This design comes from an exercise in tuning for small area on the open sky130 flow, not from production work.
RTL that was checked went through simulation tests only; none was proved equivalent to the original.
No functional check of the RTL was part of runs 2 to 5.
Power figures rest on the tool's default switching activity, not on a simulated workload.

==> flow/design.v <==
package ssf_pkg;
	localparam int NUM_LANES = 8;
	localparam int BLOCK_LEN = 4;
	localparam int START_GAP = 64;
	localparam int SAMPLE_W  = 32;
	localparam int LANE_W    = $clog2(NUM_LANES);
	localparam int ACC_W = SAMPLE_W + $clog2(BLOCK_LEN) + 1;
	localparam int GAP_W = $clog2(START_GAP);
	localparam int CNT_W = $clog2(BLOCK_LEN + 1);
	typedef logic signed [SAMPLE_W-1:0] sample_t;
	typedef logic signed [ACC_W-1:0]    acc_t;
	typedef logic [LANE_W-1:0]          lane_t;
	typedef logic [NUM_LANES-1:0]       lane_mask_t;
	typedef logic [GAP_W-1:0]           gap_cnt_t;
	typedef logic [CNT_W-1:0]           count_t;
	localparam sample_t SAMPLE_MAX = {1'b0, {(SAMPLE_W-1){1'b1}}};
	localparam sample_t SAMPLE_MIN = {1'b1, {(SAMPLE_W-1){1'b0}}};
	typedef enum logic [1:0] {
		FILLING,
		HOLDING,
		IDLE
	} lane_state_t;
endpackage
`timescale 1ns/1ps
module lane_starter (
	input  logic       clk,
	input  logic       rst,
	output ssf_pkg::lane_mask_t lane_run
);
	ssf_pkg::gap_cnt_t gap_cnt;
	logic     all_running;
	assign all_running = lane_run[ssf_pkg::NUM_LANES-1];
	always_ff @(posedge clk) begin
		if (rst) begin
			lane_run <= ssf_pkg::lane_mask_t'(1);
			gap_cnt  <= '0;
		end else if (!all_running) begin
			if (gap_cnt == ssf_pkg::gap_cnt_t'(ssf_pkg::START_GAP - 1)) begin
				gap_cnt  <= '0;
				lane_run <= {lane_run[ssf_pkg::NUM_LANES-2:0], 1'b1};
			end else begin
				gap_cnt <= gap_cnt + 1'b1;
			end
		end
	end
endmodule
`timescale 1ns/1ps
module sample_dispatcher (
	input  logic       clk,
	input  logic       rst,
	input  ssf_pkg::sample_t    sample_in,
	input  logic       sample_valid,
	input  ssf_pkg::lane_mask_t lane_req,
	output logic       sample_req,
	output ssf_pkg::lane_mask_t lane_grant,
	output ssf_pkg::sample_t    lane_data,
	output ssf_pkg::lane_mask_t lane_load
);
	logic           accept;
	ssf_pkg::lane_t last_grant;
	ssf_pkg::lane_t cand;
	logic           found;
	assign sample_req = |lane_req;
	assign accept     = sample_valid & sample_req;
	always_comb begin
		lane_grant = '0;
		found      = 1'b0;
		cand       = '0;
		if (accept) begin
			for (int k = 1; k <= ssf_pkg::NUM_LANES; k++) begin
				cand = last_grant + ssf_pkg::lane_t'(k);
				if (!found && lane_req[cand]) begin
					found            = 1'b1;
					lane_grant[cand] = 1'b1;
				end
			end
		end
	end
	always_ff @(posedge clk) begin
		if (rst) begin
			last_grant <= ssf_pkg::lane_t'(ssf_pkg::NUM_LANES - 1);
		end else begin
			for (int i = 0; i < ssf_pkg::NUM_LANES; i++) begin
				if (lane_grant[i]) begin
					last_grant <= ssf_pkg::lane_t'(i);
				end
			end
		end
	end
	always_ff @(posedge clk) begin
		if (rst) begin
			lane_load <= '0;
		end else begin
			lane_load <= lane_grant;
		end
	end
	always_ff @(posedge clk) begin
		if (accept) begin
			lane_data <= sample_in;
		end
	end
endmodule
`timescale 1ns/1ps
module ssf_lane (
	input  logic    clk,
	input  logic    rst,
	input  logic    run,
	input  logic    grant,
	input  logic    load,
	input  ssf_pkg::sample_t data,
	input  logic    ack,
	output logic    req,
	output logic    pending,
	output ssf_pkg::sample_t result
);
	ssf_pkg::lane_state_t state;
	ssf_pkg::count_t      taken;
	ssf_pkg::acc_t        sum;
	ssf_pkg::acc_t        next_sum;
	logic        last_add;
	function automatic ssf_pkg::sample_t saturate(input ssf_pkg::acc_t value);
		ssf_pkg::sample_t clamped;
		if (value > ssf_pkg::acc_t'(ssf_pkg::SAMPLE_MAX)) begin
			clamped = ssf_pkg::SAMPLE_MAX;
		end else if (value < ssf_pkg::acc_t'(ssf_pkg::SAMPLE_MIN)) begin
			clamped = ssf_pkg::SAMPLE_MIN;
		end else begin
			clamped = ssf_pkg::sample_t'(value);
		end
		saturate = clamped;
	endfunction
	assign next_sum = sum + ssf_pkg::acc_t'(data);
	assign last_add = load && (taken == ssf_pkg::count_t'(ssf_pkg::BLOCK_LEN));
	assign req     = run && (state != ssf_pkg::HOLDING) && (taken != ssf_pkg::count_t'(ssf_pkg::BLOCK_LEN));
	assign pending = (state == ssf_pkg::HOLDING);
	always_ff @(posedge clk) begin
		if (rst) begin
			state <= ssf_pkg::IDLE;
			taken <= '0;
			sum   <= '0;
		end else begin
			if (grant) begin
				taken <= taken + 1'b1;
			end
			case (state)
				ssf_pkg::IDLE: begin
					if (run) begin
						state <= ssf_pkg::FILLING;
					end
				end
				ssf_pkg::FILLING: begin
					if (load) begin
						sum <= next_sum;
					end
					if (last_add) begin
						state <= ssf_pkg::HOLDING;
					end
				end
				ssf_pkg::HOLDING: begin
					if (ack) begin
						state <= ssf_pkg::FILLING;
						taken <= '0;
						sum   <= '0;
					end
				end
				default: state <= ssf_pkg::IDLE;
			endcase
		end
	end
	always_ff @(posedge clk) begin
		if (last_add) begin
			result <= saturate(next_sum);
		end
	end
endmodule
`timescale 1ns/1ps
module result_collector (
	input  logic       clk,
	input  logic       rst,
	input  ssf_pkg::lane_mask_t lane_pending,
	input  logic [ssf_pkg::NUM_LANES-1:0][ssf_pkg::SAMPLE_W-1:0] lane_result,
	output ssf_pkg::lane_mask_t lane_ack,
	output ssf_pkg::sample_t    result_out,
	output ssf_pkg::lane_t      result_lane,
	output logic       result_valid
);
	logic  pick_found;
	ssf_pkg::lane_t pick_lane;
	always_comb begin
		pick_found = 1'b0;
		pick_lane  = '0;
		for (int i = ssf_pkg::NUM_LANES - 1; i >= 0; i--) begin
			if (lane_pending[i]) begin
				pick_found = 1'b1;
				pick_lane  = ssf_pkg::lane_t'(i);
			end
		end
	end
	always_comb begin
		lane_ack = '0;
		if (pick_found) begin
			lane_ack[pick_lane] = 1'b1;
		end
	end
	always_ff @(posedge clk) begin
		if (rst) begin
			result_valid <= 1'b0;
		end else begin
			result_valid <= pick_found;
		end
	end
	always_ff @(posedge clk) begin
		if (pick_found) begin
			result_out  <= lane_result[pick_lane];
			result_lane <= pick_lane;
		end
	end
endmodule
`timescale 1ns/1ps
module ssf_array (
	input  logic    clk,
	input  logic    rst,
	input  ssf_pkg::sample_t sample_in,
	input  logic    sample_valid,
	output logic    sample_req,
	output ssf_pkg::sample_t result_out,
	output ssf_pkg::lane_t   result_lane,
	output logic    result_valid
);
	ssf_pkg::lane_mask_t lane_run;
	ssf_pkg::lane_mask_t lane_req;
	ssf_pkg::lane_mask_t lane_grant;
	ssf_pkg::lane_mask_t lane_load;
	ssf_pkg::sample_t    lane_data;
	ssf_pkg::lane_mask_t lane_pending;
	ssf_pkg::lane_mask_t lane_ack;
	logic [ssf_pkg::NUM_LANES-1:0][ssf_pkg::SAMPLE_W-1:0] lane_result;
	lane_starter u_starter (
		.clk      (clk),
		.rst      (rst),
		.lane_run (lane_run)
	);
	sample_dispatcher u_dispatcher (
		.clk          (clk),
		.rst          (rst),
		.sample_in    (sample_in),
		.sample_valid (sample_valid),
		.lane_req     (lane_req),
		.sample_req   (sample_req),
		.lane_grant   (lane_grant),
		.lane_data    (lane_data),
		.lane_load    (lane_load)
	);
	for (genvar i = 0; i < ssf_pkg::NUM_LANES; i++) begin : g_lane
		ssf_lane u_lane (
			.clk     (clk),
			.rst     (rst),
			.run     (lane_run[i]),
			.grant   (lane_grant[i]),
			.load    (lane_load[i]),
			.data    (lane_data),
			.ack     (lane_ack[i]),
			.req     (lane_req[i]),
			.pending (lane_pending[i]),
			.result  (lane_result[i])
		);
	end
	result_collector u_collector (
		.clk          (clk),
		.rst          (rst),
		.lane_pending (lane_pending),
		.lane_result  (lane_result),
		.lane_ack     (lane_ack),
		.result_out   (result_out),
		.result_lane  (result_lane),
		.result_valid (result_valid)
	);
endmodule
==> flow/run.sh <==
#!/bin/bash
# synth_recipe.tcl (not shown) runs the flow's synth.tcl, then flattens the netlist and writes it again
# the make line also repeats each setting of config.mk as NAME=value (left out here)
make -C /OpenROAD-flow-scripts/flow DESIGN_CONFIG=/design/flow/config.mk WORK_HOME=/design/flow/orfs CLKGATE_MAP_FILE= SYNTH_SCRIPT=/design/flow/synth_recipe.tcl finish
==> flow/config.mk <==
export PLATFORM = sky130hd
export DESIGN_NAME = ssf_array
export DESIGN_NICKNAME = ssf_array
export VERILOG_FILES = /design/flow/design.v
export SDC_FILE = /design/flow/constraint.sdc
export NUM_CORES = 4
export LEC_CHECK = 0
export CAP_MARGIN = 20
export CORE_MARGIN = 2
export CORE_UTILIZATION = 40
export SLEW_MARGIN = 20
==> flow/constraint.sdc <==
create_clock -name core_clock -period 6.0 [get_ports {clk}]
set_input_delay 1.2000 -clock core_clock [delete_from_list [all_inputs] [get_ports {clk}]]
set_output_delay 1.2000 -clock core_clock [all_outputs]
set_load 0.01 [all_outputs]
==> run_results.csv, run 1 <==
group,metric,value,unit
detailed_routing,vias,37233,
clock_tree,clock-sinks,668,
setup_path,crit_top_cell,"o21ai_0",
layout,multi_input_area,24310,sq um
layout,syn_to_final_growth,11.73,%
power,leakage,19.24,nW
detailed_routing,ant_nets,0,
power,p_per_area,252.8,nW/um^2
timing,relSlewSlack,0.2663,
detailed_routing,firstDrtPassIters,6,
yosys,synth_cell_types,94,
power,combinationalPowerShare,0.171,
layout,drive_gt1_frac,0.06059,
clock_tree,cts_hold_buf,0,
setup_path,arrival,5530,ps
setup_path,cp_max_fo,31,
setup_path,path_cells,"ha_1 -> fa_1 -> a21o_1 -> a21oi_1 -> o21a_1 -> o21ai_0 -> a21boi_0 -> o31ai_1 -> a2111oi_0 -> nor4_1 -> nor3_1 -> a31o_2 -> o21ai_0",
yosys,yosys_most_used_dff,"dfxtp_1",
setup_path,critPathCaptureType,"register",
placement,dpl.cell_count,6175,
setup_path,slowest_delay,800,ps
detailed_routing,wirelength,143600,microns
setup_path,start_kind,"register",
clock_tree,cts_resized,0,
setup_path,r2r_setup_slack,820,ps
setup_path,required,6350,ps
floorplan,die_y,328.9,microns
layout,fin_util,0.4494,
detailed_routing,drc,0,
timing,min_period,5183,ps
clock_tree,cts_root_buf,"clkbuf_16",
run_status,status,"no timing/DRC/antenna violations",
clock_tree,clock_latency,650,ps
yosys,synth_edf_count,323,
grt,grt_pass1_wl,214800,microns
timing,fmax,192.9,MHz
power,p_total,11.93,mW
yosys,ys_seq_area_frac,0.3933,
timing,maxSlewViolCount,0,
setup_path,crit_slowest_cell,"a2111oi_0",
power,p_sw_frac,0.2923,
detailed_routing,first_iter_violations,4042,
grt,grt_antenna_before_repair,5,
clock_tree,clk_pin_slew,60,ps
timing,worstMarginPinSlew,1100,ps
timing,clock_skew,23.97,ps
timing,hold_viol,0,
grt,grt-ovfl-total,0,
floorplan,coreArea,105000,sq um
grt,first_global_vias,34330,
placement,dp_hpwl,103100,microns
placement,post-place-ws,1013,ps
yosys,async_flop_share,0,
detailed_routing,via_per_inst,5.885,
yosys,avgSynthCellArea,8.633,sq um
min_path,min_path_type,"reg -> reg",
power,irDropWorstVdd,0.0001914,V
yosys,netlist_area,42220,sq um
detailed_routing,post_drt_wl_per_cell,22.70,microns
timing,tns,0,ps
clock_tree,tritoncts,"yes",
placement,port_buffers,71,
layout,nFillCells,10279,
power,p_seq_frac,0.417,
layout,regArea,16610,sq um
timing,final.setup.worst_slack,816.7,ps
clock_tree,post_cts_buffers,0,
setup_path,cp_top_family,"compound AO/OA/AOI/OAI gates",
layout,nets,5216,
grt,grt_max_degree,110,
yosys,ys_ff_latch,668,
setup_path,crit_buf_inv,0,
power,netSwitchingPower,3.486,mW
floorplan,die_area,108200,sq um
clock_tree,cts_buffers,82,
timing,finalSetupViolations,0,
power,internal_power,8.439,mW
floorplan,die_w,328.9,microns
placement,gp_congestion,0.9744,
setup_path,critPathKind,"reg -> reg",
power,clock_power_share,0.412,
clock_tree,cts_max_path_buffers,3,
timing,period_share,0.8639,
layout,fin_cells,6327,
floorplan,start_util,0.4022,
floorplan,ios,72,
clock_tree,htree_num_levels,3,
yosys,synthesis.nets,5238,
yosys,synth_cells,4891,
grt,grt_usage,0.2596,
floorplan,row_count,119,
flow_run,maxCapViolCount,0,
yosys,synth_warnings,4,
timing,grt_setup_unrepaired,"false",
## layout by cell type (no fill, tap or decap), types with 20 or more instances in the layout
master	instances
clkbuf_1	25
o31ai_1	20
nor3_1	79
a22oi_1	108
inv_1	113
o2bb2a_1	28
xor2_1	127
clkbuf_16	86
mux2i_1	20
o21bai_1	44
a31oi_1	107
a21o_1	192
o21a_1	33
and2_1	35
dfxtp_1	345
ha_1	304
a211oi_1	28
clkdlybuf4s50_1	70
nand3_1	338
buf_4	94
edfxtp_1	323
nor2_1	502
nand2_1	525
nand2b_1	42
a21oi_1	359
nor2b_1	60
nand4_1	35
o21ai_0	348
xnor2_1	175
and3_1	44
## routing by layer
layer	track usage	routed length (microns)
met5	0	0
met2	0.3803	59540
met4	0.1009	5615
met1	0.3845	67590
met3	0.03407	10860
## area by class of cell
class | instances | share of cell area
diodes | 1 | 0.00005304
clock buffers | 119 | 0.04994
clock inverters | 31 | 0.004907
inverters | 116 | 0.009283
multi-input cells | 3832 | 0.5152
flip-flops and latches | 668 | 0.3520
well taps | 1391 | 0.03689
repair buffers | 169 | 0.03172
## flip-flops by register name, summed over array words and instances (netlist names)
register,count
u_starter.gap_cnt,6
u_collector.result_lane,3
g_lane.u_lane.taken,24
u_collector.result_out,32
g_lane.u_lane.state,16
u_starter.lane_run,7
g_lane.u_lane.result,256
u_dispatcher.last_grant,3
g_lane.u_lane.sum,280
u_dispatcher.lane_load,8
u_dispatcher.lane_data,32
u_collector.result_valid,1
## cell families after synthesis
family	synth area share
adders and majority gates	0.09388
buffers and inverters	0.03526
AOI/OAI and AO/OA	0.2165
xor gates and xnor gates	0.06327
and+or+nand+nor	0.1883
DFF	0.3933
muxes	0.009542
## synth_stat cells (110+ instances only)
cell      count  share of area
nand2_1     530          0.047
nor2_1      506          0.045
a21oi_1     359          0.043
o21ai_0     348          0.041
dfxtp_1     345           0.16
nand3_1     339          0.040
edfxtp_1    323           0.23
ha_1        304          0.090
clkbuf_1    252          0.022
a21o_1      192          0.034
xnor2_1     178          0.037
xor2_1      127          0.026
inv_1       116          0.010
a31oi_1     110          0.016
## metrics by stage
step                area (sq um)  hold WS, ps
floorplan                  42220        435.6
global placement           44550        459.2
detailed placement         44550        456.1
CTS                        47140        463.6
global route               47170        493.8
finish                     47180        465.3
## power by group through the flow
stage | Sequential (mW) | Combinational [mW] | Clock, mW
6_report | 4.98 | 2.04 | 4.91
5_1_grt | 4.98 | 2.20 | 5.16
4_1_cts | 4.98 | 2.00 | 4.97
3_5_place_dp | 5.07 | 1.99 | 0
3_3_place_gp | 5.07 | 2.00 | 0
2_1_floorplan | 5.02 | 1.43 | 0
## worst paths after layout
check | endpoint | startpoint | depth (start not counted)
hold / removal | g_lane[1].u_lane.state[0]$_SDFFE_PP0P_ | g_lane[1].u_lane.state[1]$_SDFFE_PP1P_ | 1
setup reg to reg | g_lane[7].u_lane.result[16]$_SDFFCE_PN1P_ | u_dispatcher.lane_data[0]$_DFFE_PP_ | 13
hold reg to reg | g_lane[1].u_lane.state[0]$_SDFFE_PP0P_ | g_lane[1].u_lane.state[1]$_SDFFE_PP1P_ | 1
setup / recovery | g_lane[7].u_lane.result[16]$_SDFFCE_PN1P_ | u_dispatcher.lane_data[0]$_DFFE_PP_ | 13
==> run 2: changes to the inputs <==
==> flow/design.v (replaced) <==
package ssf_pkg;
	localparam int NUM_LANES = 8;
	localparam int BLOCK_LEN = 4;
	localparam int START_GAP = 64;
	localparam int SAMPLE_W  = 32;
	localparam int LANE_W    = $clog2(NUM_LANES);
	localparam int ACC_W = SAMPLE_W + $clog2(BLOCK_LEN) + 1;
	localparam int GAP_W = $clog2(START_GAP);
	localparam int CNT_W = $clog2(BLOCK_LEN + 1);
	typedef logic signed [SAMPLE_W-1:0] sample_t;
	typedef logic signed [ACC_W-1:0]    acc_t;
	typedef logic [LANE_W-1:0]          lane_t;
	typedef logic [NUM_LANES-1:0]       lane_mask_t;
	typedef logic [GAP_W-1:0]           gap_cnt_t;
	typedef logic [CNT_W-1:0]           count_t;
	localparam sample_t SAMPLE_MAX = {1'b0, {(SAMPLE_W-1){1'b1}}};
	localparam sample_t SAMPLE_MIN = {1'b1, {(SAMPLE_W-1){1'b0}}};
	typedef enum logic [1:0] {
		FILLING,
		HOLDING,
		IDLE
	} lane_state_t;
endpackage
`timescale 1ns/1ps
module ssf_array (
	input  logic    clk,
	input  logic    rst,
	input  ssf_pkg::sample_t sample_in,
	input  logic    sample_valid,
	output logic    sample_req,
	output ssf_pkg::sample_t result_out,
	output ssf_pkg::lane_t   result_lane,
	output logic    result_valid
);
	localparam int NL = ssf_pkg::NUM_LANES;
	localparam int PW = ssf_pkg::SAMPLE_W + 1;    
	logic [8:0] rel_cnt;
	logic [NL-1:0] run;
	always_ff @(posedge clk) begin
		if (rst) begin
			rel_cnt <= '0;
		end else if (rel_cnt[8:6] != 3'd7) begin
			rel_cnt <= rel_cnt + 1'b1;
		end
	end
	always_comb begin
		for (int k = 0; k < NL; k++) begin
			run[k] = (rel_cnt[8:6] >= 3'(k));
		end
	end
	logic [1:0]    cnt [NL];           
	logic [PW-1:0] word [NL];          
	ssf_pkg::lane_t last_grant;        
	logic           fin1;              
	logic           fin2;              
	ssf_pkg::lane_t fin2_lane;
	logic [NL-1:0] req;
	ssf_pkg::lane_t cand;
	logic [NL-1:0] cand_oh;
	logic [NL-1:0] grant;
	logic          accept;
	always_comb begin
		for (int i = 0; i < NL; i++) begin
			req[i] = run[i]
			       && !(fin1 && last_grant == 3'(i))
			       && !(fin2 && fin2_lane == 3'(i));
		end
	end
	assign sample_req = |req;
	assign accept     = sample_valid & sample_req;
	always_comb begin
		logic found;
		ssf_pkg::lane_t idx;
		found = 1'b0;
		cand  = '0;
		for (int k = 1; k <= NL; k++) begin
			idx = last_grant + 3'(k);
			if (!found && req[idx]) begin
				found = 1'b1;
				cand  = idx;
			end
		end
	end
	always_comb begin
		for (int i = 0; i < NL; i++) begin
			cand_oh[i] = (cand == 3'(i));
			grant[i]   = accept & cand_oh[i];
		end
	end
	logic [PW-1:0] part;
	logic          last4;
	logic [PW:0]   sum;
	logic          sign;
	logic          ovf;
	logic [PW-1:0] wdata;
	always_comb begin
		part  = '0;
		last4 = 1'b0;
		for (int i = 0; i < NL; i++) begin
			if (cand_oh[i] && cnt[i] != 2'd0) part = part | word[i];
			if (cand_oh[i] && cnt[i] == 2'd3) last4 = 1'b1;
		end
	end
	assign sum  = {part[PW-1], part} + {{2{sample_in[31]}}, sample_in};
	assign sign = sum[PW];
	assign ovf  = last4 ? !((sum[PW] == sum[PW-1]) && (sum[PW-1] == sum[PW-2]))
	                    : (sum[PW] != sum[PW-1]);
	always_comb begin
		wdata[PW-1]   = sign;
		wdata[PW-2]   = ovf ? (last4 ? sign : !sign) : sum[PW-2];
		wdata[PW-3:0] = ovf ? {(PW-2){!sign}} : sum[PW-3:0];
	end
	always_ff @(posedge clk) begin
		for (int i = 0; i < NL; i++) begin
			if (grant[i]) begin
				word[i] <= wdata;
			end
		end
	end
	always_ff @(posedge clk) begin
		if (rst) begin
			for (int i = 0; i < NL; i++) cnt[i] <= '0;
			last_grant   <= 3'(NL - 1);
			fin1         <= 1'b0;
			fin2         <= 1'b0;
			result_valid <= 1'b0;
		end else begin
			for (int i = 0; i < NL; i++) begin
				if (grant[i]) cnt[i] <= cnt[i] + 1'b1;
			end
			if (accept) last_grant <= cand;
			fin1         <= accept & last4;
			fin2         <= fin1;
			result_valid <= fin2;
		end
	end
	always_ff @(posedge clk) begin
		fin2_lane   <= last_grant;
		result_lane <= fin2_lane;
	end
	always_comb begin
		result_out = '0;
		for (int i = 0; i < NL; i++) begin
			if (result_lane == 3'(i)) result_out = result_out | word[i][31:0];
		end
	end
endmodule
==> run 2 against run 1 <==
Compared with the run above: the layout now fails its checks (negative setup slack); routed wire length is 61% lower; clock power is 57% lower; fmax is 27% lower; synthesized cell count is 73% lower; first-iteration DRC count is 59% lower; register-to-register slack worse by 1900 ps; count of clock-buffer cells in the layout is 79 lower; utilization is 11 points higher; cell area is 53% lower; clock skew is 6.1 ps higher; flip-flop and latch count is 367 lower; critical path depth is 19 higher; critical path type unchanged.
==> run_results.csv, run 2 <==
group,metric,value,unit
placement,dpl-instance-area,19680,sq um
run_status,so_faults,"negative setup slack",
clock_tree,cts_buffers,34,
yosys,yosys_most_used_dff,"edfxtp_1",
yosys,synthAdderAreaFrac,0.04573,
yosys,synthesis.nets,1408,
layout,mostFrequentLayoutCells,"buf_4, edfxtp_1, a22oi_1",
clock_tree,cts_root_buf,"clkbuf_16",
timing,clock_skew,30.07,ps
clock_tree,clock_latency,570,ps
layout,top_register,"word",
detailed_routing,post_drt_wl_per_cell,25.17,microns
timing,maxSlewViolCount,0,
clock_tree,tritoncts,"yes",
yosys,synth_warnings,3,
detailed_routing,via_per_inst,6.246,
timing,relSlewSlack,0.2629,
detailed_routing,wirelength,55790,microns
floorplan,die_w,204.2,microns
yosys,synth_top_family_by_area,"compound AO/OA/AOI/OAI gates",
detailed_routing,vias,13848,
grt,grt-ovfl-total,0,
detailed_routing,first_iter_violations,1650,
min_path,min_path_cells,0,
timing,worstMarginPinSlew,1106,ps
min_path,min_path_type,"reg -> reg",
setup_path,slowest_delay,500,ps
flow_run,maxCapViolCount,0,
yosys,ys_seq_area_frac,0.5407,
timing,final.setup.worst_slack,-1063,ps
clock_tree,clk_pin_slew,60,ps
power,p_total,9.255,mW
layout,nets,1759,
grt,grt_antenna_before_repair,0,
yosys,ys_ff_latch,301,
timing,period_share,1.177,
layout,syn_to_final_growth,38.26,%
yosys,synth_area_leaders,"edfxtp_1, a22oi_1, dfxtp_1",
yosys,synth_top_area_cell,"edfxtp_1",
yosys,synth_commonest_cells,"edfxtp_1, a22oi_1, clkbuf_1",
yosys,async_flop_share,0,
power,leakage,8.165,nW
detailed_routing,ant_nets,0,
detailed_routing,drc,0,
yosys,synth_compound_area_frac,0.2164,
yosys,netlist_area,16030,sq um
setup_path,start_kind,"register",
grt,grt_max_degree,34,
floorplan,coreArea,39640,sq um
placement,post-place-ws,-1715,ps
timing,min_period,7063,ps
grt,first_global_vias,13665,
clock_tree,cts_max_path_buffers,3,
floorplan,die_area,41700,sq um
min_path,min_to,"result_lane[1]$_DFF_P_",
detailed_routing,route.met2.wl,26100,microns
setup_path,arrival,7410,ps
timing,hold_viol,0,
layout,layout.cells.most_common,"buf_4",
timing,tns,-262010,ps
setup_path,r2r-start,"last_grant[0]$_SDFFE_PP1P_",
timing,grt_setup_unrepaired,"true",
setup_path,critPathKind,"reg -> reg",
detailed_routing,wl_met3,4846,microns
timing,fmax,141.6,MHz
detailed_routing,top_layer,"met4",
detailed_routing,firstDrtPassIters,6,
power,irDropWorstVdd,0.0002302,V
placement,port_buffers,71,
yosys,synth_cell_types,75,
layout,antennaDiodeCount,0,
yosys,synth.most_common_cell,"edfxtp_1",
placement,dp_hpwl,34830,microns
yosys,yosysTopAreaCellShare,0.4945,
setup_path,required,6350,ps
layout,largest_reg_flops,264,
run_status,status,"failed layout checks",
floorplan,start_util,0.4045,
yosys,synth_edf_count,264,
placement,gp_congestion,0.8647,
layout,reg_top3,"word (264), cnt (16), rel_cnt (9)",
min_path,hold_path.startpoint,"fin2_lane[1]$_DFF_P_",
power,p_per_area,417.5,nW/um^2
clock_tree,htree_num_levels,2,
floorplan,die_y,204.2,microns
yosys,synthMuxAreaShare,0.03582,
clock_tree,clock-sinks,301,
yosys,synth_simple_gate_area_frac,0.1056,
floorplan,ios,72,
grt,grt_usage,0.2598,
floorplan,row_count,73,
yosys,synth-xor-area-share,0.02349,
setup_path,cp_max_fo,10,
setup_path,critPathCaptureType,"register",
detailed_routing,wl_met1,23020,microns
timing,fin_hold_ws,418.9,ps
setup_path,rr_worst_depth,32,
layout,nFillCells,3279,
timing,finalSetupViolations,264,
layout,finalInstanceArea,22170,sq um
yosys,avgSynthCellArea,12.19,sq um
grt,grt_pass1_wl,81340,microns
setup_path,crit_slowest_cell,"mux4_2",
setup_path,r2r_setup_slack,-1060,ps
yosys,synth_cells,1315,
layout,drive_gt1_frac,0.3322,
setup_path,r2r-end,"word[2][17]$_DFFE_PP_",
==> run 2: changes by cell type after synthesis, moves of 186 or more <==
cell / before / now
clkbuf_1: 252 / 66
nor2_1: 506 / 52
ha_1: 304 / 57
dfxtp_1: 345 / 37
nand3_1: 339 / 40
a21oi_1: 359 / 38
nand2_1: 530 / 37
o21ai_0: 348 / 18
==> run 2: worst max-delay path by stage <==
stage / start / to / slack [ps] / depth (start not counted)
after CTS: last_grant[0]$_SDFFE_PP1P_ / word[5][31]$_DFFE_PP_ / -1030 / 32
final: last_grant[0]$_SDFFE_PP1P_ / word[2][17]$_DFFE_PP_ / -1060 / 32
after detailed placement: last_grant[1]$_SDFFE_PP1P_ / word[6][4]$_DFFE_PP_ / -1720 / 28
after floorplan: last_grant[0]$_SDFFE_PP1P_ / word[0][19]$_DFFE_PP_ / -810 / 33
after global placement: last_grant[1]$_SDFFE_PP1P_ / word[6][4]$_DFFE_PP_ / -1640 / 28
after global routing: last_grant[0]$_SDFFE_PP1P_ / word[0][17]$_DFFE_PP_ / -1260 / 33
==> run 2: metrics by stage <==
step | std cells | utilization
finish | 2217 | 0.5592
global route | 2217 | 0.5592
CTS | 2188 | 0.5412
detailed placement | 2089 | 0.4965
global placement | 2089 | 0.4965
floorplan | 1315 | -
==> run 2: kinds of logic (layout without fill, tap and decap cells) <==
family                   count (synthesis)  in the layout
AO/OA/AOI/OAI                          451            451
flip-flops                             301            301
AND/OR/NAND/NOR                        299            299
buffers and inverters                  125            502
adder cells (fa/ha/maj)                 58             58
XOR/XNOR                                43             43
multiplexers                            38             38
==> run 2: timing repair <==
| item | 4_1_cts | 5_1_grt |
|---|---|---|
| gates cloned | 2 | 4 |
| endpoints found under the hold margin | 0 | 0 |
| gates resized for setup | 59 | 81 |
| hold buffers | 0 | 0 |
| pin swaps | 41 | 43 |
| buffers inserted | 35 | 27 |
| setup endpoints to repair | 264 | 264 |
==> run 2: routing by layer <==
metal	vias up	GRT usage
met3	130	0.04927
met1	6874	0.3527
met5	-	0
met4	0	0.09627
met2	749	0.4140
li1	6095	-
==> run 2: power by group <==
group | switching [mW] | total [mW] | internal, mW
registers | 0.151 | 3.26 | 3.10
logic | 2.11 | 3.89 | 1.78
clock network | 0.896 | 2.11 | 1.21
total | 3.16 | 9.25 | 6.10
==> run 2: area by class of cell <==
class                      count  area, sq um  share of cell area
clock buffer                  40        894.6             0.04036
clock inverter                22        217.7            0.009822
inverter                      38        152.6            0.006886
multi-input combinational    889         7823              0.3529
sequential                   301         8675              0.3913
tap                          525        656.9             0.02963
timing repair buffer         402         3747              0.1691
==> run 2: critical path: cells and delay by family (launching register included) <==
kind                     cells  cell delay [ps]
AO/OA/AOI/OAI               10             2390
adder cells (fa/ha/maj)      2              460
buffers and inverters        9             1260
flip-flops                   1              360
multiplexers                 1              500
AND/OR/NAND/NOR             10             1840
==> run 3: changes to the inputs <==
--- a/flow/design.v
+++ b/flow/design.v
@@ -59,6 +59,7 @@
 	logic [NL-1:0] cand_oh;
 	logic [NL-1:0] grant;
 	logic          accept;
+	logic          last4;
 	always_comb begin
 		for (int i = 0; i < NL; i++) begin
 			req[i] = run[i]
@@ -87,32 +88,43 @@
 			grant[i]   = accept & cand_oh[i];
 		end
 	end
+	ssf_pkg::sample_t lane_data;
+	logic          ld_v;              
+	logic          ld_first;          
+	logic          first;
 	logic [PW-1:0] part;
-	logic          last4;
 	logic [PW:0]   sum;
 	logic          sign;
 	logic          ovf;
 	logic [PW-1:0] wdata;
 	always_comb begin
-		part  = '0;
+		first = 1'b0;
 		last4 = 1'b0;
 		for (int i = 0; i < NL; i++) begin
-			if (cand_oh[i] && cnt[i] != 2'd0) part = part | word[i];
+			if (cand_oh[i] && cnt[i] == 2'd0) first = 1'b1;
 			if (cand_oh[i] && cnt[i] == 2'd3) last4 = 1'b1;
 		end
 	end
-	assign sum  = {part[PW-1], part} + {{2{sample_in[31]}}, sample_in};
+	always_comb begin
+		part = '0;
+		for (int i = 0; i < NL; i++) begin
+			if (last_grant == 3'(i) && !ld_first) part = part | word[i];
+		end
+	end
+	assign sum  = {part[PW-1], part} + {{2{lane_data[31]}}, lane_data};
 	assign sign = sum[PW];
-	assign ovf  = last4 ? !((sum[PW] == sum[PW-1]) && (sum[PW-1] == sum[PW-2]))
-	                    : (sum[PW] != sum[PW-1]);
+	assign ovf  = fin1 ? !((sum[PW] == sum[PW-1]) && (sum[PW-1] == sum[PW-2]))
+	                   : (sum[PW] != sum[PW-1]);
 	always_comb begin
 		wdata[PW-1]   = sign;
-		wdata[PW-2]   = ovf ? (last4 ? sign : !sign) : sum[PW-2];
+		wdata[PW-2]   = ovf ? (fin1 ? sign : !sign) : sum[PW-2];
 		wdata[PW-3:0] = ovf ? {(PW-2){!sign}} : sum[PW-3:0];
 	end
 	always_ff @(posedge clk) begin
+		lane_data <= sample_in;
+		ld_first  <= first;
 		for (int i = 0; i < NL; i++) begin
-			if (grant[i]) begin
+			if (ld_v && last_grant == 3'(i)) begin
 				word[i] <= wdata;
 			end
 		end
@@ -121,6 +133,7 @@
 		if (rst) begin
 			for (int i = 0; i < NL; i++) cnt[i] <= '0;
 			last_grant   <= 3'(NL - 1);
+			ld_v         <= 1'b0;
 			fin1         <= 1'b0;
 			fin2         <= 1'b0;
 			result_valid <= 1'b0;
@@ -129,6 +142,7 @@
 				if (grant[i]) cnt[i] <= cnt[i] + 1'b1;
 			end
 			if (accept) last_grant <= cand;
+			ld_v         <= accept;
 			fin1         <= accept & last4;
 			fin2         <= fin1;
 			result_valid <= fin2;
==> run 3 against run 2 <==
Compared with the run above: hold slack better by 48 ps; highest routed layer unchanged; via count down 7.4%; clock power increased by 9%; combinational power decreased by 12%; global-route usage fell by 2.2 points; flip-flop and latch count rose by 34; utilization decreased by 9.0 points; count of clock-buffer cells in the layout up 10; largest power group is now sequential cells; setup slack improved by 1500 ps; die area up 2.6%; final cell count is 11% lower; synthesized cell count grew 2.1%; now clean on timing, DRC and antenna.
==> run_results.csv, run 3 <==
group,metric,value,unit
yosys,synth_top_area_cell,"edfxtp_1",
layout,multi_input_area,6676,sq um
timing,finalSetupViolations,0,
timing,grt_setup_unrepaired,"false",
setup_path,critPathKind,"reg -> reg",
setup_path,crit_buf_inv,4,
floorplan,start_util,0.4039,
grt,grt-ovfl-total,0,
timing,period_share,0.9195,
detailed_routing,wirelength,51080,microns
setup_path,slowest_delay,420,ps
timing,fmax,181.3,MHz
power,irDropWorstVdd,0.0002187,V
clock_tree,cts_hold_buf,0,
layout,reg_top3,"word (264), lane_data (32), cnt (16)",
placement,gp_congestion,0.9247,
yosys,ys_seq_area_frac,0.5681,
clock_tree,cts_root_buf,"clkbuf_16",
grt,grt_usage,0.2375,
setup_path,critPathLaunch,"last_grant[0]$_SDFFE_PP1P_",
detailed_routing,via_per_inst,6.510,
layout,antennaDiodeCount,0,
setup_path,rr_worst_depth,21,
clock_tree,clock-sinks,335,
floorplan,die_area,42780,sq um
run_status,status,"no timing/DRC/antenna violations",
layout,layout.cells.most_common,"edfxtp_1",
yosys,synth_warnings,3,
layout,nFillCells,3631,
layout,drive_gt1_frac,0.1051,
floorplan,die_w,206.8,microns
yosys,yosysTopAreaCellShare,0.4818,
yosys,synth_area_leaders,"edfxtp_1, dfxtp_1, a22oi_1",
timing,min_period,5517,ps
setup_path,path_cells,"buf_4 -> ha_1 -> ha_1 -> nor2b_4 -> a222oi_1 -> nand3_1 -> ha_1 -> inv_1 -> fa_1 -> nor2b_1 -> o2111a_1 -> o21ai_0 -> buf_4 -> a21oi_2 -> a31oi_1 -> a211oi_1 -> nand3b_1 -> a211oi_1 -> o41ai_2 -> buf_6 -> a21o_1",
detailed_routing,vias,12819,
clock_tree,post_cts_buffers,0,
yosys,ys_ff_latch,335,
grt,grt_antenna_before_repair,1,
clock_tree,tritoncts,"yes",
detailed_routing,firstDrtPassIters,9,
min_path,min_path_type,"reg -> reg",
setup_path,start_kind,"register",
clock_tree,cts_max_path_buffers,3,
detailed_routing,drc,0,
floorplan,die_y,206.8,microns
timing,maxSlewViolCount,0,
power,p_total,9.250,mW
setup_path,r2r-start,"last_grant[0]$_SDFFE_PP1P_",
clock_tree,clk_pin_slew,60,ps
clock_tree,cts_resized,0,
setup_path,crit_slowest_cell,"nor2b_4",
detailed_routing,first_iter_violations,1779,
yosys,netlist_area,16460,sq um
yosys,synth_cell_types,86,
yosys,yosys_most_used_dff,"edfxtp_1",
clock_tree,clock_latency,540,ps
power,leakage,6.757,nW
floorplan,row_count,74,
layout,top_register,"word",
layout,mostFrequentLayoutCells,"edfxtp_1, a22oi_1, dfxtp_1, clkdlybuf4s50_1, a222oi_1",
yosys,synth.most_common_cell,"edfxtp_1",
timing,relSlewSlack,0.4621,
layout,regArea,9349,sq um
yosys,synthesis.nets,1436,
detailed_routing,ant_nets,0,
timing,hold_viol,0,
clock_tree,cts_buffers,37,
floorplan,coreArea,40740,sq um
setup_path,arrival,5850,ps
timing,fin_hold_ws,467.4,ps
grt,grt_pass1_wl,76400,microns
grt,grt_max_degree,34,
placement,dp_hpwl,30570,microns
layout,syn_to_final_growth,16.14,%
flow_run,maxCapViolCount,0,
yosys,synth_edf_count,264,
timing,tns,0,ps
setup_path,cp_max_fo,24,
setup_path,required,6330,ps
timing,clock_skew,31.17,ps
layout,nets,1501,
setup_path,critPathCapture,"word[3][24]$_DFFE_PP_",
clock_tree,htree_num_levels,2,
layout,largest_reg_flops,264,
setup_path,cp_top_family,"compound AO/OA/AOI/OAI gates",
setup_path,worst-path-stages,21,
yosys,async_flop_share,0,
grt,first_global_vias,12801,
setup_path,critPathCaptureType,"register",
yosys,synth_cells,1343,
setup_path,r2r_setup_slack,480,ps
setup_path,crit_top_cell,"ha_1",
setup_path,r2r-end,"word[3][24]$_DFFE_PP_",
power,p_per_area,484.0,nW/um^2
floorplan,ios,72,
yosys,synth_commonest_cells,"edfxtp_1, a22oi_1, dfxtp_1",
yosys,avgSynthCellArea,12.25,sq um
timing,worstMarginPinSlew,799.5,ps
placement,port_buffers,71,
detailed_routing,post_drt_wl_per_cell,25.94,microns
==> run 3: worst register-to-register path: stages, from the launching register on <==
cell,delay [ps]
dfxtp_1,320
buf_4,270
ha_1,230
ha_1,230
nor2b_4,420
a222oi_1,190
nand3_1,130
ha_1,210
inv_1,70
fa_1,400
nor2b_1,180
o2111a_1,210
o21ai_0,80
buf_4,150
a21oi_2,280
a31oi_1,190
a211oi_1,410
nand3b_1,190
a211oi_1,90
o41ai_2,420
buf_6,350
a21o_1,320
==> run 3: cell families (layout without fill, tap and decap cells) <==
kind of cell	after synthesis	count (layout)	share of synthesized area
buffers and inverters	124	218	0.03026
AO/OA/AOI/OAI	467	467	0.2157
AND/OR/NAND/NOR	304	304	0.1034
adder cells (fa/ha/maj)	59	59	0.04516
flip-flops	335	335	0.5681
XOR/XNOR	34	34	0.01810
multiplexers	20	20	0.01924
==> run 3: worst min path at each step <==
stage,start,end,cells past startpoint
after floorplan,last_grant[2]$_SDFFE_PP1P_,fin2_lane[2]$_DFF_P_,0
after global placement,fin2_lane[0]$_DFF_P_,result_lane[0]$_DFF_P_,0
after detailed placement,fin2_lane[0]$_DFF_P_,result_lane[0]$_DFF_P_,0
after CTS,fin2_lane[0]$_DFF_P_,result_lane[0]$_DFF_P_,0
after global routing,fin2_lane[0]$_DFF_P_,result_lane[0]$_DFF_P_,0
final,fin2_lane[0]$_DFF_P_,result_lane[0]$_DFF_P_,0
==> run 3: routing by layer <==
layer,track usage,share of wire
met4,0.09625,0.028
met3,0.04003,0.10
met1,0.3151,0.40
met2,0.3881,0.47
met5,0,0
==> run 3: layout make-up <==
| type | instances | share of cell area |
|---|---|---|
| inverters | 34 | 0.006678 |
| multi-input cells | 884 | 0.3493 |
| well taps | 532 | 0.03483 |
| clock buffers | 50 | 0.05532 |
| clock inverters | 18 | 0.008969 |
| flip-flops and latches | 335 | 0.4892 |
| repair buffers | 116 | 0.05571 |
==> run 3: power breakdown <==
group,switching (mW),internal (mW)
Combinational,2.19,1.24
Clock,0.917,1.37
Sequential,0.121,3.42
==> run 3: stage by stage <==
| stage | util | cell area [sq um] | worst slack (ps) | std cells |
|---|---|---|---|---|
| 3_3_place_gp | 0.4386 | 17870 | 496.8 | 1901 |
| 6_report | 0.4691 | 19110 | 483.2 | 1969 |
| 2_1_floorplan | - | 16460 | 950.1 | 1343 |
| 4_1_cts | 0.4688 | 19100 | 236.7 | 1969 |
| 3_5_place_dp | 0.4386 | 17870 | 291.4 | 1901 |
| 5_1_grt | 0.4691 | 19110 | 38.56 | 1969 |
==> run 4: changes to the inputs <==
--- a/flow/design.v
+++ b/flow/design.v
@@ -69,23 +69,28 @@
 	end
 	assign sample_req = |req;
 	assign accept     = sample_valid & sample_req;
+	logic [NL-1:0] req_hi;
+	logic [NL-1:0] pick_hi;
+	logic [NL-1:0] pick_lo;
 	always_comb begin
-		logic found;
-		ssf_pkg::lane_t idx;
-		found = 1'b0;
-		cand  = '0;
-		for (int k = 1; k <= NL; k++) begin
-			idx = last_grant + 3'(k);
-			if (!found && req[idx]) begin
-				found = 1'b1;
-				cand  = idx;
+		for (int i = 0; i < NL; i++) begin
+			req_hi[i] = req[i] && (3'(i) > last_grant);
+		end
+		for (int i = 0; i < NL; i++) begin
+			pick_hi[i] = req_hi[i];
+			pick_lo[i] = req[i];
+			for (int j = 0; j < i; j++) begin
+				pick_hi[i] = pick_hi[i] && !req_hi[j];
+				pick_lo[i] = pick_lo[i] && !req[j];
 			end
 		end
-	end
-	always_comb begin
+		cand_oh = (|req_hi) ? pick_hi : pick_lo;
+		cand    = '0;
 		for (int i = 0; i < NL; i++) begin
-			cand_oh[i] = (cand == 3'(i));
-			grant[i]   = accept & cand_oh[i];
+			if (cand_oh[i]) cand = cand | 3'(i);
+		end
+		for (int i = 0; i < NL; i++) begin
+			grant[i] = accept & cand_oh[i];
 		end
 	end
 	ssf_pkg::sample_t lane_data;
@@ -111,7 +116,29 @@
 			if (last_grant == 3'(i) && !ld_first) part = part | word[i];
 		end
 	end
-	assign sum  = {part[PW-1], part} + {{2{lane_data[31]}}, lane_data};
+	logic [PW:0] add_a, add_b, add_p, add_c;
+	assign add_a = {part[PW-1], part};
+	assign add_b = {{2{lane_data[31]}}, lane_data};
+	assign add_p = add_a ^ add_b;
+	always_comb begin
+		logic [PW:0] pp, gg;
+		pp = add_p;
+		gg = add_a & add_b;
+		for (int i = 1; i <= 6; i++) begin
+			for (int j = 2**i - 1; j <= PW; j += 2**i) begin
+				gg[j] = gg[j] | (pp[j] & gg[j - 2**(i-1)]);
+				pp[j] = pp[j] & pp[j - 2**(i-1)];
+			end
+		end
+		for (int i = 6; i > 0; i--) begin
+			for (int j = 2**i + 2**(i-1) - 1; j <= PW; j += 2**i) begin
+				gg[j] = gg[j] | (pp[j] & gg[j - 2**(i-1)]);
+				pp[j] = pp[j] & pp[j - 2**(i-1)];
+			end
+		end
+		add_c = {gg[PW-1:0], 1'b0};
+	end
+	assign sum  = add_p ^ add_c;
 	assign sign = sum[PW];
 	assign ovf  = fin1 ? !((sum[PW] == sum[PW-1]) && (sum[PW-1] == sum[PW-2]))
 	                   : (sum[PW] != sum[PW-1]);
--- a/flow/config.mk
+++ b/flow/config.mk
@@ -8,4 +8,5 @@
 export CAP_MARGIN = 20
 export CORE_MARGIN = 2
 export CORE_UTILIZATION = 40
+export CTS_BUF_LIST = sky130_fd_sc_hd__clkbuf_4
 export SLEW_MARGIN = 20
==> run 4 against run 3 <==
Compared with the run above: flip-flop and latch count unchanged; synthesized cell count decreased by 14%; setup slack got worse by 82 ps; sequential share of layout area increased by 3.0 points; clock skew increased by 51 ps; die area decreased by 8.4%; count of clock-buffer cells in the layout increased by 87; sequential power decreased by 18%; critical path type unchanged; largest cell class unchanged; largest power group unchanged; highest routed layer unchanged.
==> run_results.csv, run 4 <==
group,metric,value,unit
run_status,status,"no timing/DRC/antenna violations",
yosys,synth.most_common_cell,"edfxtp_1",
timing,maxSlewViolCount,0,
yosys,synthesis.nets,1250,
setup_path,required,6490,ps
yosys,synth_commonest_cells,"edfxtp_1, a22oi_1, nand2_1",
detailed_routing,wirelength,44250,microns
detailed_routing,ant_nets,0,
timing,worstMarginPinSlew,714.5,ps
setup_path,critPathCaptureType,"register",
layout,syn_to_final_growth,19.53,%
floorplan,start_util,0.4025,
detailed_routing,drc,0,
clock_tree,cts_root_buf,"clkbuf_4",
yosys,synth_cell_types,67,
min_path,min_path_type,"reg -> reg",
power,irDropWorstVdd,0.0001558,V
floorplan,coreArea,37400,sq um
placement,gp_congestion,0.8061,
layout,reg_top3,"word (264), lane_data (32), cnt (16)",
layout,largest_reg_flops,264,
detailed_routing,via_per_inst,5.948,
timing,hold_viol,0,
grt,grt_max_degree,34,
yosys,avgSynthCellArea,13.09,sq um
timing,clock_skew,81.79,ps
layout,top_register,"word",
detailed_routing,first_iter_violations,1253,
grt,grt_usage,0.2279,
clock_tree,cts_hold_buf,0,
yosys,netlist_area,15050,sq um
floorplan,die_y,198.0,microns
power,p_total,6.053,mW
setup_path,crit_slowest_cell,"fa_1",
yosys,ys_seq_area_frac,0.6211,
floorplan,die_w,198.0,microns
clock_tree,cts_max_path_buffers,3,
setup_path,slowest_delay,590,ps
clock_tree,htree_num_levels,3,
timing,grt_setup_unrepaired,"true",
clock_tree,cts_buffers,87,
timing,fmax,178.6,MHz
detailed_routing,post_drt_wl_per_cell,23.60,microns
timing,min_period,5599,ps
grt,grt_antenna_before_repair,1,
clock_tree,clock_latency,780,ps
yosys,ys_ff_latch,335,
placement,port_buffers,71,
timing,period_share,0.9331,
power,leakage,6.632,nW
grt,first_global_vias,11322,
layout,nFillCells,3380,
yosys,synth_cells,1150,
floorplan,ios,72,
placement,dp_hpwl,24580,microns
setup_path,start_kind,"register",
yosys,async_flop_share,0,
clock_tree,clock-sinks,335,
timing,finalSetupViolations,0,
clock_tree,post_cts_buffers,0,
yosys,synth_edf_count,264,
power,p_per_area,336.4,nW/um^2
flow_run,maxCapViolCount,0,
layout,nets,1387,
yosys,yosys_most_used_dff,"edfxtp_1",
layout,drive_gt1_frac,0.1887,
yosys,synth_warnings,3,
detailed_routing,firstDrtPassIters,8,
yosys,synth_top_area_cell,"edfxtp_1",
detailed_routing,vias,11152,
clock_tree,tritoncts,"yes",
clock_tree,clk_pin_slew,60,ps
yosys,yosysTopAreaCellShare,0.5266,
yosys,synth_area_leaders,"edfxtp_1, a22oi_1, dfxtp_1",
setup_path,cp_max_fo,26,
floorplan,row_count,71,
grt,grt_pass1_wl,66100,microns
timing,relSlewSlack,0.5236,
layout,mostFrequentLayoutCells,"edfxtp_1, a22oi_1, clkbuf_4",
grt,grt-ovfl-total,0,
setup_path,critPathKind,"reg -> reg",
timing,fin_hold_ws,481.5,ps
layout,layout.cells.most_common,"edfxtp_1",
floorplan,die_area,39200,sq um
setup_path,arrival,6090,ps
setup_path,path_cells,"nand2b_1 -> nor3_2 -> buf_12 -> a22oi_1 -> nand3_1 -> a21o_1 -> ha_1 -> inv_1 -> fa_1 -> nand2b_1 -> a21oi_1 -> o21ai_0 -> or3b_1 -> a21o_1 -> a41oi_2 -> o21a_1 -> o21a_1 -> fa_1 -> nor2b_2 -> buf_4 -> a21oi_1",
timing,tns,0,ps
==> run 4: changes by cell type after synthesis, moves of 16 or more <==
cell and change:
a21oi_1 -16, a222oi_1 -34, a22oi_1 +39, fa_1 +16
nand2_1 +40, nand3_1 -24, nand4_1 -21, o31ai_1 -16
==> run 4: cell type report <==
| class | instances | area, sq um | share of cell area |
|---|---|---|---|
| antenna | 2 | 5.005 | 0.0002781 |
| clock buffer | 137 | 1028 | 0.05716 |
| clock inverter | 27 | 203.9 | 0.01133 |
| inverter | 39 | 146.4 | 0.008136 |
| multi-input combinational | 707 | 5470 | 0.3040 |
| sequential | 335 | 9349 | 0.5196 |
| tap | 511 | 639.4 | 0.03553 |
| timing repair buffer | 117 | 1151 | 0.06397 |
==> run 4: logic make-up after synthesis <==
family | after synthesis | share of synthesized area
xor+xnor | 28 | 0.01629
buf+inv | 108 | 0.02942
compound gates | 361 | 0.1792
flops | 335 | 0.6211
mux | 7 | 0.004655
simple gates | 246 | 0.08686
fa+ha+maj | 65 | 0.06251
==> run 4: worst max-delay path: cells and delay by family (launching register included) <==
kind | cells | cell delay [ps]
AOI/OAI and AO/OA | 9 | 1870
and+or+nand+nor | 6 | 1240
adders and majority gates | 3 | 1110
buffers and inverters | 3 | 560
DFF | 1 | 530
==> run 4: what timing repair did <==
item,4_1_cts,5_1_grt
endpoints found under the hold margin,0,0
gates resized for setup,0,27
setup endpoints to repair,0,184
==> run 4: worst paths after layout <==
kind                         startpoint                      to  slack, ps  depth (start not counted)
min reg2reg      cnt[7][1]$_SDFFE_PP0P_  cnt[7][1]$_SDFFE_PP0P_        480                          2
max reg2reg  last_grant[1]$_SDFFE_PP1P_   word[2][15]$_DFFE_PP_        400                         21
max          last_grant[1]$_SDFFE_PP1P_   word[2][15]$_DFFE_PP_        400                         21
min              cnt[7][1]$_SDFFE_PP0P_  cnt[7][1]$_SDFFE_PP0P_        480                          2
==> run 4: through the flow <==
stage	worst slack (ps)	util	std cells	instance area (sq um)
2_1_floorplan	555.2	-	1150	15050
3_3_place_gp	388.9	0.4460	1709	16680
3_5_place_dp	272.6	0.4460	1709	16680
4_1_cts	250.7	0.4790	1873	17910
5_1_grt	-14.96	0.4811	1875	17990
6_report	401.5	0.4811	1875	17990
==> run 4: power breakdown <==
group | switching, mW | total (mW) | leakage, nW | internal (mW)
Combinational | 0.681 | 1.04 | 2.93 | 0.355
Clock | 0.951 | 2.12 | 0.726 | 1.17
Sequential | 0.0549 | 2.89 | 2.97 | 2.84
==> run 4: metal layers <==
layer | track usage | wire, microns
met5 | 0 | 0
met4 | 0.09830 | 1272
met1 | 0.3005 | 18060
met3 | 0.05587 | 4471
met2 | 0.3589 | 20440
==> run 5: changes to the inputs <==
--- a/flow/config.mk
+++ b/flow/config.mk
@@ -7,6 +7,6 @@
 export LEC_CHECK = 0
 export CAP_MARGIN = 20
 export CORE_MARGIN = 2
-export CORE_UTILIZATION = 40
+export CORE_UTILIZATION = 65
 export CTS_BUF_LIST = sky130_fd_sc_hd__clkbuf_4
 export SLEW_MARGIN = 20
==> run 5 against run 4 <==
Compared with the run above: still clean on timing, DRC and antenna; hold slack worse by 3.6 ps; combinational power about the same; global-route usage up 11 points; setup slack worse by 43 ps; register-to-register slack worse by 40 ps; largest power group unchanged; highest routed layer unchanged.
==> run_results.csv, run 5 <==
group,metric,value,unit
layout,largest_reg_flops,264,
power,p_seq_frac,0.491,
yosys,ys_seq_area_frac,0.6211,
layout,syn_to_final_growth,16.94,%
detailed_routing,first_iter_violations,1726,
setup_path,rr_worst_depth,23,
clock_tree,cts_hold_buf,0,
clock_tree,tritoncts,"yes",
grt,first_global_vias,11151,
yosys,ys_ff_latch,335,
timing,grt_setup_unrepaired,"false",
layout,nets,1392,
setup_path,critPathCaptureType,"register",
power,combinationalPowerShare,0.175,
clock_tree,clock-sinks,335,
yosys,async_flop_share,0,
setup_path,arrival,6050,ps
timing,finalSetupViolations,0,
timing,period_share,0.9403,
yosys,yosysTopAreaCellShare,0.5266,
grt,grt_usage,0.3427,
clock_tree,clock_latency,720,ps
setup_path,r2r_setup_slack,360,ps
setup_path,critPathCapture,"word[2][21]$_DFFE_PP_",
detailed_routing,via_per_inst,6.866,
yosys,synth_commonest_cells,"edfxtp_1, a22oi_1, nand2_1",
min_path,min_path_type,"reg -> reg",
timing,worstMarginPinSlew,1135,ps
yosys,synth_cells,1150,
setup_path,cp_max_fo,21,
power,clock_power_share,0.334,
setup_path,start_kind,"register",
setup_path,path_cells,"nand2b_1 -> buf_4 -> nor3_2 -> buf_12 -> a22oi_1 -> nand3_1 -> a21o_1 -> ha_1 -> inv_1 -> fa_1 -> nand2b_1 -> a21oi_1 -> o21ai_0 -> or3b_1 -> a21o_1 -> a41oi_2 -> o21a_1 -> fa_1 -> xor2_1 -> o21ai_0 -> o21ai_2 -> buf_4 -> a21oi_1",
detailed_routing,post_drt_wl_per_cell,25.20,microns
yosys,synth_warnings,3,
power,netSwitchingPower,1.636,mW
timing,relSlewSlack,0.2432,
run_status,status,"no timing/DRC/antenna violations",
yosys,netlist_area,15050,sq um
power,p_per_area,334.4,nW/um^2
yosys,synth.most_common_cell,"edfxtp_1",
layout,mostFrequentLayoutCells,"edfxtp_1, a22oi_1, clkbuf_4",
power,p_sw_frac,0.2779,
setup_path,required,6400,ps
timing,fmax,177.2,MHz
clock_tree,clk_pin_slew,60,ps
yosys,synth_cell_types,67,
setup_path,r2r-start,"last_grant[0]$_SDFFE_PP1P_",
timing,min_period,5642,ps
layout,layout.cells.most_common,"edfxtp_1",
clock_tree,cts_max_path_buffers,3,
yosys,synth_edf_count,264,
yosys,synth_top_area_cell,"edfxtp_1",
floorplan,coreArea,22710,sq um
layout,drive_gt1_frac,0.1881,
detailed_routing,firstDrtPassIters,7,
floorplan,die_y,156.2,microns
detailed_routing,vias,11309,
clock_tree,cts_root_buf,"clkbuf_4",
flow_run,maxCapViolCount,0,
setup_path,crit_slowest_cell,"a21oi_1",
clock_tree,cts_buffers,85,
placement,dp_hpwl,23650,microns
setup_path,critPathKind,"reg -> reg",
timing,maxSlewViolCount,0,
floorplan,row_count,55,
layout,nFillCells,1424,
power,internal_power,4.251,mW
placement,gp_congestion,0.8642,
yosys,synth_area_leaders,"edfxtp_1, a22oi_1, dfxtp_1",
yosys,yosys_most_used_dff,"edfxtp_1",
floorplan,ios,72,
yosys,avgSynthCellArea,13.09,sq um
layout,fin_util,0.7752,
power,leakage,6.603,nW
detailed_routing,ant_nets,0,
setup_path,critPathLaunch,"last_grant[0]$_SDFFE_PP1P_",
timing,clock_skew,76.01,ps
layout,top_register,"word",
grt,grt_max_degree,34,
timing,tns,0,ps
timing,hold_viol,0,
detailed_routing,drc,0,
placement,dpl.cell_count,1490,
setup_path,r2r-end,"word[2][21]$_DFFE_PP_",
detailed_routing,wirelength,41510,microns
setup_path,slowest_delay,470,ps
clock_tree,htree_num_levels,3,
floorplan,die_w,156.2,microns
grt,grt_pass1_wl,61880,microns
power,irDropWorstVdd,0.0002212,V
floorplan,die_area,24390,sq um
layout,reg_top3,"word (264), lane_data (32), cnt (16)",
placement,port_buffers,71,
layout,fin_cells,1647,
grt,grt_antenna_before_repair,1,
yosys,synthesis.nets,1250,
floorplan,start_util,0.6629,
grt,grt-ovfl-total,0,
-- run 5: layout make-up --
cell class              count  area, sq um  area share
clock inverters            22        118.9    0.006752
clock buffers             134         1006     0.05715
well taps                 285        356.6     0.02026
multi-input cells         707         5435      0.3088
repair buffers            124         1187     0.06745
inverters                  39        146.4    0.008316
diodes                      1        2.502   0.0001422
flip-flops and latches    335         9350      0.5312
-- run 5: power by group through the flow --
| stage | Sequential (mW) | Combinational, mW | Clock, mW |
|---|---|---|---|
| after floorplan | 2.92 | 0.578 | 0 |
| after global placement | 2.94 | 0.933 | 0 |
| after detailed placement | 2.94 | 0.954 | 0 |
| after CTS | 2.89 | 0.962 | 2.00 |
| after global routing | 2.89 | 1.11 | 2.10 |
| final | 2.89 | 1.03 | 1.97 |
-- run 5: logic make-up after synthesis --
| family | share of synthesized area |
|---|---|
| AO/OA/AOI/OAI | 0.1792 |
| flip-flops | 0.6211 |
| adder cells (fa/ha/maj) | 0.06251 |
| multiplexers | 0.004655 |
| buffers and inverters | 0.02942 |
| AND/OR/NAND/NOR | 0.08686 |
| XOR/XNOR | 0.01629 |
-- run 5: stage by stage --
stage	setup WS (ps)	hold slack (ps)	instance area, sq um	power, mW
after floorplan	555.2	325.8	15050	3.495
after global placement	348.1	464.8	16400	3.869
after detailed placement	78.12	472.8	16400	3.892
after CTS	16.84	481.7	17530	5.849
after global routing	23.72	518.6	17600	6.103
final	358.1	478.0	17600	5.887
-- run 5: critical path, delay by kind of cell, from the launching register on --
kind	cells	cell delay, ps
AO/OA/AOI/OAI	10	2110
XOR/XNOR	1	210
adder cells (fa/ha/maj)	3	950
buffers and inverters	4	670
flip-flops	1	370
AND/OR/NAND/NOR	5	1030
-- run 5: worst min-delay path by stage --
stage,depth (start not counted),end,start
detailed placement,2,cnt[7][1]$_SDFFE_PP0P_,cnt[7][1]$_SDFFE_PP0P_
global placement,2,cnt[7][1]$_SDFFE_PP0P_,cnt[7][1]$_SDFFE_PP0P_
global route,2,cnt[7][1]$_SDFFE_PP0P_,cnt[7][1]$_SDFFE_PP0P_
CTS,2,cnt[7][1]$_SDFFE_PP0P_,cnt[7][1]$_SDFFE_PP0P_
finish,2,cnt[7][1]$_SDFFE_PP0P_,cnt[7][1]$_SDFFE_PP0P_
floorplan,0,result_lane[0]$_DFF_P_,fin2_lane[0]$_DFF_P_
-- run 5: metal layers --
metal  GRT usage  wire length, microns
met1      0.4609                 15440
met2      0.5297                 18890
met3     0.07917                  5609
met4      0.1726                  1574
met5           0                     0
-- run 5: what timing repair did --
action | CTS | global route
gates resized for setup | 0 | 25
setup endpoints to repair | 0 | 203
setup buffers | 0 | 0

static timing again, ports no longer ideal:
The flow's constraints put no driver on any port. The routed layouts listed below were extracted and timed again, unchanged, in two steps.
Step 1: set_driving_cell puts a clkbuf_16 on clk and a buf_2 on each other input, an assumption about the parent block.
Step 2, shift: input delay + t, output delay - t, t = (earliest + latest rising clock arrival at the registers) / 2. This alone moves slack from input paths to output paths.
Three values: ideal, step 1, step 2; two values: the first two.
| run | shift t [ns] | setup WS [ns] | latest minus earliest clock arrival (ns) | worst data-port slew with drivers (ns) | pins driven straight from the clock port |
|---|---|---|---|---|---|
| run 1 | 0.704 | 0.817 / 0.817 / 0.817 | 0.026 / 0.026 | 0.05 | 1 |
| run 2 | 0.609 | -1.063 / -1.063 / -1.063 | 0.030 / 0.030 | 0.05 | 1 |
| run 3 | 0.580 | 0.483 / 0.483 / 0.483 | 0.031 / 0.032 | 0.04 | 1 |
| run 4 | 0.793 | 0.401 / 0.401 / 0.401 | 0.081 / 0.082 | 0.03 | 1 |
| run 5 | 0.730 | 0.358 / 0.358 / 0.358 | 0.076 / 0.076 | 0.04 | 1 |
